This is an optimization exercise on Yosys and OpenROAD, whose aim is small area, a short achievable clock period and few clock cycles per item, not a production implementation. In this exercise RTL edits were held to simulation tests only and were not proved equivalent to the original. Power and IR drop assume default switching activity.

### design/flow/design.v
`timescale 1ns / 1ps
module bnc_ram #(
  parameter int WIDTH = 8,
  parameter int DEPTH = 256
) (
  input  logic                     clk_i,
  input  logic                     we_i,
  input  logic [$clog2(DEPTH)-1:0] waddr_i,
  input  logic [WIDTH-1:0]         wdata_i,
  input  logic                     re_i,
  input  logic [$clog2(DEPTH)-1:0] raddr_i,
  output logic [WIDTH-1:0]         rdata_o
);
  logic [WIDTH-1:0] mem_q [DEPTH];
  logic [WIDTH-1:0] rdata_q;
  always_ff @(posedge clk_i) begin
    if (we_i) begin
      mem_q[waddr_i] <= wdata_i;
    end
    if (re_i) begin
      rdata_q <= mem_q[raddr_i];
    end
  end
  assign rdata_o = rdata_q;
endmodule
`timescale 1ns / 1ps
module binary_neighborhood_count_3x3 (
  input  logic                            clk_i,
  input  logic                            rst_ni,
  input  logic                            in_valid_i,
  output logic                            in_stall_o,
  input  logic                            pixel_i,
  output logic                            out_valid_o,
  input  logic                            out_stall_i,
  output logic [3:0]     count_o,
  output logic [9:0]       row_o,
  output logic [9:0]       column_o,
  output logic                            run_end_o,
  output logic                            image_end_o,
  input  logic                            cfg_valid_i,
  output logic                            cfg_ready_o,
  input  logic [1:0]   cfg_index_i,
  input  logic [10:0]       cfg_data_i
);
  localparam int MAX_WIDTH = 1024;
  localparam int ADDR_W    = 10;
  localparam int CNT_W     = 10;
  localparam int CFG_W     = 11;
  localparam int COUNT_W   = 4;
  localparam int RES_N     = 4;
  localparam logic [1:0] CFG_IDX_WIDTH  = 2'd0;
  localparam logic [1:0] CFG_IDX_HEIGHT = 2'd1;
  localparam logic [10:0] CFG_WIDTH_RST  = 11'd1024;
  localparam logic [10:0] CFG_HEIGHT_RST = 11'd1024;
  localparam int RES_UP_PREV   = 0;   
  localparam int RES_UP_CUR    = 1;   
  localparam int RES_LAST_PREV = 2;   
  localparam int RES_LAST_CUR  = 3;   
  localparam logic [8:0] MASK_FULL      = 9'h1FF;
  localparam logic [8:0] MASK_RIGHT     = 9'h1F8;
  localparam logic [8:0] MASK_BOTTOM    = 9'h1B6;
  localparam logic [8:0] MASK_BOT_RIGHT = 9'h1B0;
  function automatic logic [3:0] bnc_popcount(input logic [8:0] v);
    bnc_popcount = 4'd0;
    for (int i = 0; i < 9; i++) begin
      bnc_popcount = bnc_popcount + {3'b000, v[i]};
    end
  endfunction
  localparam logic [10:0] WLIM = 11'd1024;
  localparam logic [10:0] HLIM = 11'd1024;
  logic [CFG_W-1:0] cfg_width_q, cfg_height_q;
  assign cfg_ready_o = 1'b1;
  always_ff @(posedge clk_i or negedge rst_ni) begin
    if (!rst_ni) begin
      cfg_width_q  <= CFG_WIDTH_RST;
      cfg_height_q <= CFG_HEIGHT_RST;
    end else if (cfg_valid_i && cfg_ready_o) begin
      if (cfg_index_i == CFG_IDX_WIDTH) begin
        cfg_width_q <= cfg_data_i;
      end
      if (cfg_index_i == CFG_IDX_HEIGHT) begin
        cfg_height_q <= cfg_data_i;
      end
    end
  end
  logic [CNT_W-1:0] row_cnt_q, row_cnt_d, col_cnt_q, col_cnt_d;
  logic [CFG_W-1:0] w_eff, h_eff, w_m1, h_m1;
  logic [CNT_W-1:0] w_last, h_last, c_eff, r_eff;
  logic             row_end, last_row;
  logic             in_accept;
  always_comb begin
    w_eff = cfg_width_q;
    if (w_eff == '0) begin
      w_eff = 11'd1;
    end else if (w_eff > WLIM) begin
      w_eff = WLIM;
    end
    h_eff = cfg_height_q;
    if (h_eff == '0) begin
      h_eff = 11'd1;
    end else if (h_eff > HLIM) begin
      h_eff = HLIM;
    end
    w_m1     = w_eff - 11'd1;
    h_m1     = h_eff - 11'd1;
    w_last   = w_m1[9:0];
    h_last   = h_m1[9:0];
    c_eff    = (col_cnt_q > w_last) ? w_last : col_cnt_q;
    r_eff    = (row_cnt_q > h_last) ? h_last : row_cnt_q;
    row_end  = (c_eff == w_last);
    last_row = (r_eff == h_last);
    if (row_end) begin
      col_cnt_d = '0;
      row_cnt_d = last_row ? '0 : r_eff + 10'd1;
    end else begin
      col_cnt_d = c_eff + 10'd1;
      row_cnt_d = r_eff;
    end
  end
  always_ff @(posedge clk_i or negedge rst_ni) begin
    if (!rst_ni) begin
      row_cnt_q <= '0;
      col_cnt_q <= '0;
    end else if (in_accept) begin
      row_cnt_q <= row_cnt_d;
      col_cnt_q <= col_cnt_d;
    end
  end
  logic             s1_valid_q, s1_pix_q, s1_row_end_q, s1_last_q, s1_fwd_q;
  logic [CNT_W-1:0] s1_r_q, s1_c_q;
  logic [1:0]       s1_fwd_data_q;    
  logic             s1_consume;
  logic [1:0]       ram_rdata, rd_eff, ram_wdata;
  logic             up_bit, mid_bit;
  logic [RES_N-1:0] bnd_pend_q, bnd_pend_new, bnd_pick, bnd_pend_after;
  logic [8:0]       bnd_win_q, win_new;
  logic [CNT_W-1:0] bnd_r_q, bnd_c_q;
  logic             bnd_img_end_q;
  logic             bundle_free, emit;
  logic             out_valid_q, out_take;
  logic [COUNT_W-1:0] out_count_q;
  logic [CNT_W-1:0]   out_row_q, out_col_q;
  logic               out_run_end_q, out_img_end_q;
  logic [8:0]         emit_mask;
  logic [CNT_W-1:0]   emit_row, emit_col;
  assign out_take    = out_valid_q && !out_stall_i;
  assign emit        = (bnd_pend_q != '0) && (!out_valid_q || out_take);
  assign bundle_free = (bnd_pend_q == '0) || (emit && (bnd_pend_after == '0));
  assign s1_consume  = s1_valid_q && bundle_free;
  assign in_stall_o  = s1_valid_q && !bundle_free;
  assign in_accept   = in_valid_i && !in_stall_o;
  bnc_ram #(
    .WIDTH (2),
    .DEPTH (MAX_WIDTH)
  ) u_line_ram (
    .clk_i   (clk_i),
    .we_i    (s1_consume),
    .waddr_i (s1_c_q),
    .wdata_i (ram_wdata),
    .re_i    (in_accept),
    .raddr_i (c_eff),
    .rdata_o (ram_rdata)
  );
  always_ff @(posedge clk_i or negedge rst_ni) begin
    if (!rst_ni) begin
      s1_valid_q <= 1'b0;
    end else begin
      s1_valid_q <= in_accept || (s1_valid_q && !s1_consume);
    end
  end
  always_ff @(posedge clk_i) begin
    if (in_accept) begin
      s1_pix_q      <= pixel_i;
      s1_r_q        <= r_eff;
      s1_c_q        <= c_eff;
      s1_row_end_q  <= row_end;
      s1_last_q     <= last_row;
      s1_fwd_q      <= s1_consume && (s1_c_q == c_eff);
      s1_fwd_data_q <= ram_wdata;
    end
  end
  always_comb begin
    rd_eff           = s1_fwd_q ? s1_fwd_data_q : ram_rdata;
    ram_wdata[1] = rd_eff[0];
    ram_wdata[0] = s1_pix_q;
    up_bit  = (s1_r_q >= 10'd2) ? rd_eff[1] : 1'b0;
    mid_bit = (s1_r_q != '0) ? rd_eff[0] : 1'b0;
    if (s1_c_q == '0) begin
      win_new = {s1_pix_q, mid_bit, up_bit, 6'b0};
    end else begin
      win_new = {s1_pix_q, mid_bit, up_bit, bnd_win_q[8:3]};
    end
    bnd_pend_new                = '0;
    bnd_pend_new[RES_UP_PREV]   = (s1_r_q != '0) && (s1_c_q != '0);
    bnd_pend_new[RES_UP_CUR]    = (s1_r_q != '0) && s1_row_end_q;
    bnd_pend_new[RES_LAST_PREV] = s1_last_q && (s1_c_q != '0);
    bnd_pend_new[RES_LAST_CUR]  = s1_last_q && s1_row_end_q;
  end
  always_comb begin
    bnd_pick = '0;
    if (bnd_pend_q[RES_UP_PREV]) begin
      bnd_pick[RES_UP_PREV] = 1'b1;
    end else if (bnd_pend_q[RES_UP_CUR]) begin
      bnd_pick[RES_UP_CUR] = 1'b1;
    end else if (bnd_pend_q[RES_LAST_PREV]) begin
      bnd_pick[RES_LAST_PREV] = 1'b1;
    end else begin
      bnd_pick[RES_LAST_CUR] = 1'b1;
    end
    bnd_pend_after = bnd_pend_q & ~bnd_pick;
    emit_mask = ({9{bnd_pick[RES_UP_PREV]}}   & MASK_FULL)
              | ({9{bnd_pick[RES_UP_CUR]}}    & MASK_RIGHT)
              | ({9{bnd_pick[RES_LAST_PREV]}} & MASK_BOTTOM)
              | ({9{bnd_pick[RES_LAST_CUR]}}  & MASK_BOT_RIGHT);
    emit_row = (bnd_pick[RES_UP_PREV] || bnd_pick[RES_UP_CUR])
             ? bnd_r_q - 10'd1 : bnd_r_q;
    emit_col = (bnd_pick[RES_UP_PREV] || bnd_pick[RES_LAST_PREV])
             ? bnd_c_q - 10'd1 : bnd_c_q;
  end
  always_ff @(posedge clk_i or negedge rst_ni) begin
    if (!rst_ni) begin
      bnd_pend_q <= '0;
      bnd_win_q  <= '0;
    end else if (s1_consume) begin
      bnd_pend_q <= bnd_pend_new;
      bnd_win_q  <= win_new;
    end else if (emit) begin
      bnd_pend_q <= bnd_pend_after;
    end
  end
  always_ff @(posedge clk_i) begin
    if (s1_consume) begin
      bnd_r_q       <= s1_r_q;
      bnd_c_q       <= s1_c_q;
      bnd_img_end_q <= s1_last_q && s1_row_end_q;
    end
  end
  always_ff @(posedge clk_i or negedge rst_ni) begin
    if (!rst_ni) begin
      out_valid_q <= 1'b0;
    end else if (emit) begin
      out_valid_q <= 1'b1;
    end else if (out_take) begin
      out_valid_q <= 1'b0;
    end
  end
  always_ff @(posedge clk_i) begin
    if (emit) begin
      out_count_q   <= bnc_popcount(bnd_win_q & emit_mask);
      out_row_q     <= emit_row;
      out_col_q     <= emit_col;
      out_run_end_q <= (bnd_pend_after == '0);
      out_img_end_q <= (bnd_pend_after == '0) && bnd_img_end_q;
    end
  end
  assign out_valid_o = out_valid_q;
  assign count_o     = out_count_q;
  assign row_o       = out_row_q;
  assign column_o    = out_col_q;
  assign run_end_o   = out_run_end_q;
  assign image_end_o = out_img_end_q;
endmodule
### design/flow/run.sh
#!/bin/bash
# synth_recipe.tcl (not shown) runs the flow's synth.tcl, then flattens the netlist and writes it again
# the make line also repeats each setting of config.mk as NAME=value (left out here)
make -C /OpenROAD-flow-scripts/flow DESIGN_CONFIG=/design/flow/config.mk WORK_HOME=/design/flow/orfs CLKGATE_MAP_FILE= SYNTH_SCRIPT=/design/flow/synth_recipe.tcl finish
### design/flow/config.mk
export PLATFORM = sky130hd
export DESIGN_NAME = binary_neighborhood_count_3x3
export DESIGN_NICKNAME = binary_neighborhood_count_3x3
export VERILOG_FILES = /design/flow/design.v
export SDC_FILE = /design/flow/constraint.sdc
export NUM_CORES = 4
export LEC_CHECK = 0
export CAP_MARGIN = 20
export CORE_MARGIN = 2
export CORE_UTILIZATION = 40
export PLACE_DENSITY = 0.6
export SLEW_MARGIN = 20
### design/flow/constraint.sdc
create_clock -name core_clock -period 7.0 [get_ports {clk_i}]
set_input_delay 1.4000 -clock core_clock [delete_from_list [all_inputs] [get_ports {clk_i}]]
set_output_delay 1.4000 -clock core_clock [all_outputs]
set_load 0.01 [all_outputs]
==> reports/results.ini <==
[setup_path]
ff2ff_path_depth = 23
crit_required_ps = 7740
crit_path_start = cfg_width_q[8]$_DFFE_PN0P_
crit_end = u_line_ram.rdata_q[0]$_DFFE_PP_
worstPathMaxFanout = 40
crit_path_end_kind = flip-flop
r2r_setup_slack_ps = 130
rr_startpoint = cfg_width_q[8]$_DFFE_PN0P_
worst_setup_path_start_kind = flip-flop
reg2reg_to = u_line_ram.rdata_q[0]$_DFFE_PP_
critPathKind = reg -> reg
cp.arrival_ps = 7610

[floorplanning]
rows = 178
die_x_um = 489
core_area_um2 = 235000
dieArea_um2 = 239000
die_h_um = 489
start_util_pct = 40.1
io_pins = 48

[clocking]
clock_latency_ps = 880
cts_root_buffer = clkbuf_16
clock-sinks = 2180
cts_buffers = 219
cts_buffer_depth = 3
cts_htree_levels = 4
cts_tree = built
clk_pin_slew_ps = 60

[synthesis]
synthXorXnorAreaFrac_pct = 0.623
synth_flop_cell = edfxtp_1
ys_async_sr_fraction_pct = 2.61
yosysUniqueCellTypes = 95
synth_seq_cells = 2180
synth.most_common_cell = edfxtp_1
mappedNetlistNets = 7943
synth_edf_count = 2123
syn_inst = 7891
post-synth-top-area-fraction_pct = 67.7
synth_top_family_by_area = simple AND/OR/NAND/NOR gates
synth_seq_area_share_pct = 69.2
yosys-top-cells-count = edfxtp_1 (2123), nand2_1 (1646), nor2_1 (1103)
synth-compound-area-share_pct = 4.92
yosys-top-cells-area = edfxtp_1 (68%), nand2_1 (6.6%), nand3_1 (4.8%), nor2_1 (4.4%), mux2i_1 (3.0%)
synth_area_leader_cell = edfxtp_1
synth_warnings = 2
synthMuxAreaShare_pct = 3.68
synthSimpleGateAreaFrac_pct = 17.5
syn_area_um2 = 94200
syn_avg_cell_area_um2 = 11.9
synth_adder_area_share_pct = 0.499

[pwr]
power.total_uw = 45100
switchingPower_uw = 17400
ir_drop_mv = 0.411
leakagePower_uw = 0.0352
power.internal_uw = 27600
pwr-share-seq_pct = 36.8
power_frac_comb_pct = 37.3
p_sw_share_pct = 38.7
power_frac_clock_pct = 25.9
p_per_area_nw_per_um2 = 424

[final_layout]
nFillCells = 21259
postLayoutCoreUtil_pct = 45.3
multi_input_area_um2 = 26000
drive_gt1_share_pct = 10.1
syn_to_final_growth_pct = 12.8
largest_reg_flops = 2048
seq_area_um2 = 65200
largest_register = u_line_ram.mem_q
num-nets-final = 7929
reg.largest.list = u_line_ram.mem_q (2048), cfg_height_q (11), cfg_width_q (11)

[grt]
grt_use_total_pct = 25.7
grt_pass1_vias = 63309
grt_antenna_before_repair = 14
grt_pass1_wl_mm = 449
grt_start_max_net_pins = 256
globalRoute.totalOverflow = 0

[routing]
wire_per_inst_um = 28.0
drt_iter0_drc = 10239
dr.pass1.iters = 7
drt-total-wl_mm = 314
drc_errors = 0
num_vias = 66459
viasPerCell = 5.93
ant_nets = 0

[timing]
tightest_slew_ps = 1280
rsz0062_at_grt = false
finalSetupViolations = 0
hold_violations = 0
hold_slack_ps = 452
fin_crit_sh_pct = 98.2
period_minus_slack_ps = 6870
fmax_mhz = 146
final-max-slew-violation-count = 0
max-slew-margin-rel_pct = 14.8
clock-skew-final_ps = 50.9

[placed_design]
io_buffer_count = 46
dp_hpwl_mm = 182
gp_congestion = 0.903

[run]
drv_cap = 0

[worst_hold_path]
hold_class = reg -> reg

[run_status]
status = timing/DRC/antenna clean

[power by group through the flow]
stage | Clock [µW] | Sequential [µW] | Combinational (µW)
after floorplan | 0 | 17900 | 9210
after global placement | 0 | 16800 | 16300
after detailed placement | 0 | 16800 | 16400
after CTS | 11800 | 16600 | 16500
after global routing | 12300 | 16600 | 17700
final | 11700 | 16600 | 16800
[layout by cell type (no fill, tap or decap), types with 53 or more instances in the layout]
cell / instances
edfxtp_1: 2123
buf_4: 276
inv_1: 55
and3_1: 53
nand2_1: 1608
a21oi_1: 176
mux2i_1: 278
mux2_2: 58
nand3_1: 902
nor2_1: 1098
clkbuf_16: 222
dfrtp_1: 55
o21ai_0: 89
buf_12: 64
[worst max-delay path: stages, from the launching register on]
cell	delay [ps]
dfrtp_1	420
or4_4	590
nor4_4	160
o21ai_2	140
ha_1	310
inv_1	110
a21oi_1	50
a31o_2	280
inv_1	60
ha_1	230
o21ai_0	210
nor2_1	120
or3_4	490
a211o_4	500
inv_16	290
buf_6	360
mux2i_1	120
mux2i_1	340
a2111oi_0	210
o311ai_1	420
a31oi_2	160
a2111oi_4	710
o211ai_1	240
nand4_1	170
[kinds of logic (layout without fill, tap and decap cells)]
| kind of cell | Yosys count | after routing |
|---|---|---|
| mux | 338 | 338 |
| other cells | 1 | 5 |
| simple gates | 3912 | 3912 |
| fa+ha+maj | 35 | 35 |
| compound gates | 671 | 671 |
| xor+xnor | 67 | 67 |
| buf+inv | 687 | 855 |
| flops | 2180 | 2180 |
[repair_timing]
| item | CTS | global route |
|---|---|---|
| buffers inserted | 0 | 1 |
| pin swaps | 0 | 2 |
| gates resized for setup | 2 | 12 |
| setup endpoints to repair | 1 | 2 |
| hold buffers | 0 | 0 |
[how the worst min path moves through the flow]
stage                   startpoint                    to  slack, ps  cells after the start
2_1_floorplan  s1_r_q[0]$_DFFE_PP_  bnd_r_q[0]$_DFFE_PP_        420                      0
3_3_place_gp   s1_r_q[0]$_DFFE_PP_  bnd_r_q[0]$_DFFE_PP_        440                      0
3_5_place_dp   s1_r_q[8]$_DFFE_PP_  bnd_r_q[8]$_DFFE_PP_        440                      0
6_report       s1_r_q[8]$_DFFE_PP_  bnd_r_q[8]$_DFFE_PP_        450                      0
4_1_cts        s1_r_q[8]$_DFFE_PP_  bnd_r_q[8]$_DFFE_PP_        450                      0
5_1_grt        s1_r_q[8]$_DFFE_PP_  bnd_r_q[8]$_DFFE_PP_        460                      0
[per-layer routing]
| metal | wire (µm) | track usage, % |
|---|---|---|
| met1 | 122000 | 35.2 |
| met2 | 142000 | 39.6 |
| met3 | 35600 | 5.15 |
| met4 | 15400 | 11.5 |
| met5 | 45 | 0 |
[through the flow]
| step | setup WS, ps | TNS [ps] | instances | area, µm² |
|---|---|---|---|---|
| after global routing | 7.49 | 0 | 11210 | 106000 |
| after detailed placement | -157 | -157 | 10804 | 99100 |
| after global placement | -110 | -110 | 10803 | 99100 |
| after CTS | 33.3 | 0 | 11207 | 106000 |
| final | 127 | 0 | 11213 | 106000 |
| after floorplan | -7720 | - | 7891 | 94200 |
[final cells by class]
| cell class | count | area share, % |
|---|---|---|
| Antenna cell | 4 | 0.00942 |
| Clock buffer | 270 | 5.41 |
| Clock inverter | 133 | 1.21 |
| Inverter | 63 | 0.260 |
| Multi-Input combinational cell | 5024 | 24.5 |
| Sequential cell | 2180 | 61.3 |
| Tap cell | 3150 | 3.71 |
| Timing Repair Buffer | 389 | 3.63 |
Testbench counts, summed over its fixed seeds: cycles 271,941, items 253,450.

## port drivers added, routing unchanged
No port has a modelled driver above. Below, the same layout with a new extraction and two added sets of constraints.
Step 1, drivers: a clkbuf_16 drives clk_i and a buf_2 each remaining input, both assumed.
Step 2 also shifts input and output timing later by t, the mid clock arrival at the registers, as if the neighbouring blocks saw the same clock.
Slacks: ideal / step 1 / step 2; pairs: ideal / step 1.
shift t [ns]: 0.959
setup WS [ns]: 0.127 / 0.127 / 0.127
worst setup path at the end: register to register
worst data-port slew with drivers (ns): 0.04
cell pins on the clock port's net: 1
After both steps setup and hold are still met in this run. The setup slack of this run moves by 0.000 ns with the drivers and by 0.000 ns with both steps.
